This design comes from an exercise in tuning for small area on the open sky130 flow, not from production work.
Only simulation tests tie the RTL to the original design; equivalence was not proved.
The clock port is modelled as an ideal driver; clocking choices that lean on that would not hold on a real chip.
Power and IR drop assume default switching activity.

Design cache_top, start of the top module:
module cache_top (
  input  logic        Clock,
  input  logic        reset,
  input  logic        psel,
  input  logic        penable,
  input  logic        pwrite,
  input  logic [7:0]  paddr,
  input  logic [31:0] pwdata,
  output logic [31:0] prdata,
  output logic        pready,
  output logic        pslverr
);
  localparam logic [1:0] MODIFIED  = cache_line_pkg::MODIFIED;
  localparam logic [1:0] EXCLUSIVE = cache_line_pkg::EXCLUSIVE;
  localparam logic [1:0] SHARED    = cache_line_pkg::SHARED;
  localparam logic [1:0] INVALID   = cache_line_pkg::INVALID;
  logic [31:0]           addr_q;
  logic [5:0]            tidx;     
  logic                  swp;      
  logic [3:0]            ph;       
  logic [2:0]            cpos;     
  logic                  cclr;     
  logic                  hit_a;    
  logic                  free_a;
  logic [1:0]            cw;       
  logic [1:0]            cs;       
  logic [1:0]            vw;       
  logic                  wbf;      
  logic [63:0][23:0]     ring;     
  logic [15:0][5:0]      lru;
  logic [4:0][15:0]      cring;
  logic       access;
  logic [3:0] cmd;
  logic       c_rd, c_wr, c_inv, c_snp, c_clr, c_rw, cmd_ok;
  logic       a_addr, a_cmd, a_probe, a_cnt;
  logic [2:0] cnt_idx;
  logic [3:0] aset;
  logic [21:0] atag;
  assign access  = psel && penable;
  assign cmd     = pwdata[3:0];
  assign c_rd    = (cmd == cache_cmd_pkg::CMD_READ);
  assign c_wr    = (cmd == cache_cmd_pkg::CMD_WRITE);
  assign c_inv   = (cmd == cache_cmd_pkg::CMD_INVAL);
  assign c_snp   = (cmd == cache_cmd_pkg::CMD_SNOOP_RFO);
  assign c_clr   = (cmd == cache_cmd_pkg::CMD_CLEAR);
  assign c_rw    = c_rd || c_wr;
  assign cmd_ok  = c_rw || c_inv || c_snp || c_clr;
  ...
For scale: roughly 2200 cells after synthesis.
Settings: LEC_CHECK=0, CAP_MARGIN=20, CORE_MARGIN=2, CORE_UTILIZATION=60, PLACE_DENSITY=0.75, SLEW_MARGIN=20; clock period 9.0 ns.
standard.sh (not shown) runs the stock make flow with config.mk's settings and CLKGATE_MAP_FILE= SYNTH_SCRIPT=/design/flow/synth_recipe.tcl, a recipe that flattens the netlist after the stock synthesis.
==> flow/flow/run.sh <==
#!/bin/bash
# Standard layout with CTS dummy loads off and small port buffers.
set -euo pipefail
export CTS_ARGS="-sink_clustering_enable -repair_clock_nets -dont_use_dummy_load -buf_list {sky130_fd_sc_hd__clkbuf_8 sky130_fd_sc_hd__clkbuf_16}"
export BUFFER_PORTS_ARGS="-buffer_cell sky130_fd_sc_hd__buf_1"
bash standard.sh > standard.log 2>&1
The baseline ran to the end with no violations.
Rerun with:
==> flow/flow/run.sh (replaced) <==
#!/bin/bash
# Standard layout with custom CTS arguments and small port buffers.
set -euo pipefail
export CTS_ARGS="-sink_clustering_enable -repair_clock_nets -dont_use_dummy_load -sink_clustering_size 35 -sink_clustering_max_diameter 80 -buf_list {sky130_fd_sc_hd__clkbuf_16}"
export BUFFER_PORTS_ARGS="-buffer_cell sky130_fd_sc_hd__buf_1"
bash standard.sh > standard.log 2>&1
=> Final area fell by 5.3%. Clock power decreases by 41%. Synthesized cell count does not change. Cell count went down by 2.9%. Sequential power barely changes.
Rerun with:
==> flow/run.sh (new file) <==
#!/bin/bash
# synth_recipe.tcl (not shown) runs the flow's synth.tcl, then flattens the netlist and writes it again
# the make line also repeats each setting of config.mk as NAME=value (left out here)
make -C /OpenROAD-flow-scripts/flow DESIGN_CONFIG=/design/flow/config.mk WORK_HOME=/design/flow/orfs CLKGATE_MAP_FILE= SYNTH_SCRIPT=/design/flow/synth_recipe.tcl finish
Settings changed: CTS_BUF_LIST from default to sky130_fd_sc_hd__clkbuf_8, CTS_CLUSTER_SIZE from default to 30, PLACE_DENSITY 0.75 to default.
removed: flow/flow/run.sh
removed: flow/standard.sh
After rerunning: Hold slack improves by 19 ps. Power rose by 22%. Global-route usage rose by 0.22 points. Setup slack gets worse by 840 ps. Maximum frequency fell by 13%. Sequential power barely changes. Wire length falls by 1.9%. Final area went up by 9.1%. Cell count came out higher by 12%. Sequential share of layout area goes down by 7.2 points.


## try-ember
Another version of the RTL of cache_top (not shown whole).
Size in the first run: ~2200 cells after synthesis, roughly 79 I/O pins.
clock: 9.0 ns
lec_check: 0
cap_margin: 20
core_margin: 2
core_utilization: 60
place_density: 0.75
slew_margin: 20
==> flow/flow/run.sh <==
#!/bin/bash
# Standard layout with custom CTS arguments and small port buffers.
set -euo pipefail
export CTS_ARGS="-sink_clustering_enable -repair_clock_nets -dont_use_dummy_load -sink_clustering_size 12 -sink_clustering_max_diameter 50 -buf_list {sky130_fd_sc_hd__clkbuf_4}"
export BUFFER_PORTS_ARGS="-buffer_cell sky130_fd_sc_hd__buf_1"
bash standard.sh > standard.log 2>&1
--- input diff try-ember..try-quartz ---
==> flow/flow/run.sh <==
#!/bin/bash
# Standard layout with custom CTS arguments and small port buffers.
set -euo pipefail
export CTS_ARGS="-sink_clustering_enable -repair_clock_nets -dont_use_dummy_load -sink_clustering_size 12 -sink_clustering_max_diameter 50 -buf_list {sky130_fd_sc_hd__clkbuf_4} -root_buf sky130_fd_sc_hd__clkbuf_16 -tree_buf sky130_fd_sc_hd__clkbuf_8"
export BUFFER_PORTS_ARGS="-buffer_cell sky130_fd_sc_hd__buf_1"
bash standard.sh > standard.log 2>&1
Results
~same global-route usage in try-ember and try-quartz
Worst setup slack after placement came out exactly the same in try-ember and try-quartz.
Of try-ember and try-quartz, the higher met3 capacity usage during global routing belongs to try-ember.
Status: post-route standard cell area excluding fillers parity (try-quartz, try-ember)
Share of the final layout cell area in sequential cells: try-quartz vs try-ember down 0.24 points
Input-level comparison between try-indigo and try-quartz:
==> flow/flow/run.sh <==
#!/bin/bash
# Standard layout with custom CTS arguments, small port buffers, and a
# post-CTS step that upsizes leaf clock buffers with slow clock-pin slews.
set -euo pipefail
HERE=$(cd "$(dirname "$0")" && pwd)
export CTS_ARGS="-sink_clustering_enable -repair_clock_nets -dont_use_dummy_load -sink_clustering_size 14 -sink_clustering_max_diameter 50 -buf_list {sky130_fd_sc_hd__clkbuf_4}"
export BUFFER_PORTS_ARGS="-buffer_cell sky130_fd_sc_hd__buf_1"
export POST_CTS_TCL="$HERE/post_cts.tcl"
export LEAF_SLEW_LIMIT=0.095
bash standard.sh > standard.log 2>&1
==> flow/flow/post_cts.tcl (new file) <==
# Upsize clock leaf buffers whose flip-flop clock pins would see a slow slew.
set thr $::env(LEAF_SLEW_LIMIT)
estimate_parasitics -placement
set n_up 0
foreach inst [get_cells -hier *] {
  set m [get_property $inst ref_name]
  if {$m ne "sky130_fd_sc_hd__clkbuf_4"} { continue }
  set pin [get_pins -of_objects $inst -filter "direction==output"]
  set net [get_nets -of_objects $pin]
  set mx 0
  foreach p [get_pins -of_objects $net -filter "direction==input"] {
    set s [get_property $p slew_max]
    if {$s > $mx} { set mx $s }
  }
  if {$mx > $thr} {
    replace_cell $inst sky130_fd_sc_hd__clkbuf_8
    incr n_up
  }
}
puts "post_cts: upsized $n_up leaf buffers over $thr"
detailed_placement
check_placement -verbose
estimate_parasitics -placement
[summary]
Compared with try-quartz, in try-indigo multi-input combinational gate total barely changed; count of clock-buffer cells in the layout dropped 13%; data-path buffer share of cell area in the final layout barely changed.
Row relative area of clock buffers and inverters in the final design: try-indigo higher / try-quartz lower
The arrival time of the worst setup path was comparable across try-quartz and try-indigo.
Summary of try-indigo over try-quartz: via count normalized by instance count did not really move; final total power went up; growth of design area from synthesis to finish went up.
Row worst slew slack as a fraction of its limit: try-indigo higher / try-quartz lower
try-indigo vs. try-quartz: post-route clock period utilization went down by 0.17 points.
#### Input delta (try-amber over try-indigo)
-- flow/flow/run.sh --
<<< try-indigo, line 6
export CTS_ARGS="-sink_clustering_enable -repair_clock_nets -dont_use_dummy_load -sink_clustering_size 14 -sink_clustering_max_diameter 50 -buf_list {sky130_fd_sc_hd__clkbuf_4}"
>>> try-amber, line 6
export CTS_ARGS="-sink_clustering_enable -repair_clock_nets -dont_use_dummy_load -sink_clustering_size 15 -sink_clustering_max_diameter 50 -buf_list {sky130_fd_sc_hd__clkbuf_4}"
<<< try-indigo, line 9
export LEAF_SLEW_LIMIT=0.095
>>> try-amber, line 9
export LEAF_SLEW_LIMIT=0.10
[summary]
Against try-indigo, wire length on met3 in try-amber fell by a few percent. When try-amber is measured against try-indigo, its worst IR drop on VDD turns out about 4.4% lower. Compared with try-indigo, try-amber shows a higher portion of total power attributed to sequential cells. Any difference in global-route usage between try-amber and try-indigo is small enough to ignore. Looking at try-amber and try-indigo, the clock skew is a wash. On summed area of non-filler cells in the final layout, try-amber and try-indigo are basically level. Max-slew headroom at the worst pin delta (try-indigo -> try-amber): insignificant. As far as count of non-CTS buffers in the layout goes, try-indigo and try-amber are indistinguishable; the numbers are identical. On share of the clock period used by the worst path after layout, try-amber and try-indigo are basically level. Diff try-indigo -> try-amber | total power | decrease of 0.91%.
Modified inputs, try-juniper compared to try-amber
==> flow/flow/run.sh <==
#!/bin/bash
# Standard layout with custom CTS arguments and small port buffers.
set -euo pipefail
export CTS_ARGS="-sink_clustering_enable -repair_clock_nets -dont_use_dummy_load -sink_clustering_size 11 -sink_clustering_max_diameter 50 -buf_list {sky130_fd_sc_hd__clkbuf_4}"
export BUFFER_PORTS_ARGS="-buffer_cell sky130_fd_sc_hd__buf_1"
bash standard.sh > standard.log 2>&1
removed: flow/flow/post_cts.tcl
### Flow results
As of try-juniper, number of clock buffers in the layout had risen by more than a quarter compared to try-amber.
Clock-pin slew reported for the worst setup and hold paths after clock tree synthesis delta for try-juniper relative to try-amber: 20 ps higher
Looking at fraction of met1 tracks used by global routing, try-juniper sits below try-amber.
As far as sequential power is concerned, try-juniper and try-amber perform about the same.
Going from try-amber to try-juniper, cell count after synthesis roughly the same, global-route usage lower, worst hold-check slack lower.

-- afterwards: timing with drivers on the ports --
No port has a modelled driver above. Below, the same layouts with a new extraction and two added sets of constraints.
Step 1, drivers: a clkbuf_16 drives Clock and a buf_2 each remaining input, both assumed.
Step 2 adds t to the input delays and takes it off the output delays; t is the mean of the earliest and latest rising clock arrival at the registers after step 1. Input paths then give back, and output paths get back, about the clock's delay inside the block.
a / b / c = ideal ports / drivers / drivers and shift; a / b = the first two.
| run | t, ns | setup slack, ns | hold WS [ns] | clock arrival spread, ns | worst slew at a driven data input, ns |
|---|---|---|---|---|---|
| the first run of note 1 | 0.744 | 3.584 / 3.560 / 3.560 | 0.298 / 0.298 / 0.298 | 0.070 / 0.071 | 0.09 |
| the second run of note 1 | 0.670 | 3.567 / 3.544 / 3.544 | 0.277 / 0.277 / 0.277 | 0.084 / 0.084 | 0.09 |
| the third run of note 1 | 0.859 | 2.724 / 2.702 / 2.702 | 0.295 / 0.295 / 0.295 | 0.043 / 0.042 | 0.05 |
| try-ember | 1.000 | 3.787 / 3.763 / 3.763 | 0.269 / 0.269 / 0.269 | 0.140 / 0.141 | 0.04 |
| try-quartz | 0.698 | 3.796 / 3.773 / 3.773 | 0.279 / 0.279 / 0.279 | 0.111 / 0.110 | 0.04 |
| try-indigo | 0.816 | 3.811 / 3.788 / 3.788 | 0.275 / 0.275 / 0.275 | 0.079 / 0.079 | 0.04 |
| try-amber | 0.810 | 3.808 / 3.785 / 3.785 | 0.286 / 0.286 / 0.286 | 0.077 / 0.077 | 0.04 |
| try-juniper | 1.017 | 3.776 / 3.753 / 3.753 | 0.274 / 0.274 / 0.274 | 0.098 / 0.098 | 0.04 |
After both steps every run listed still meets setup and hold.
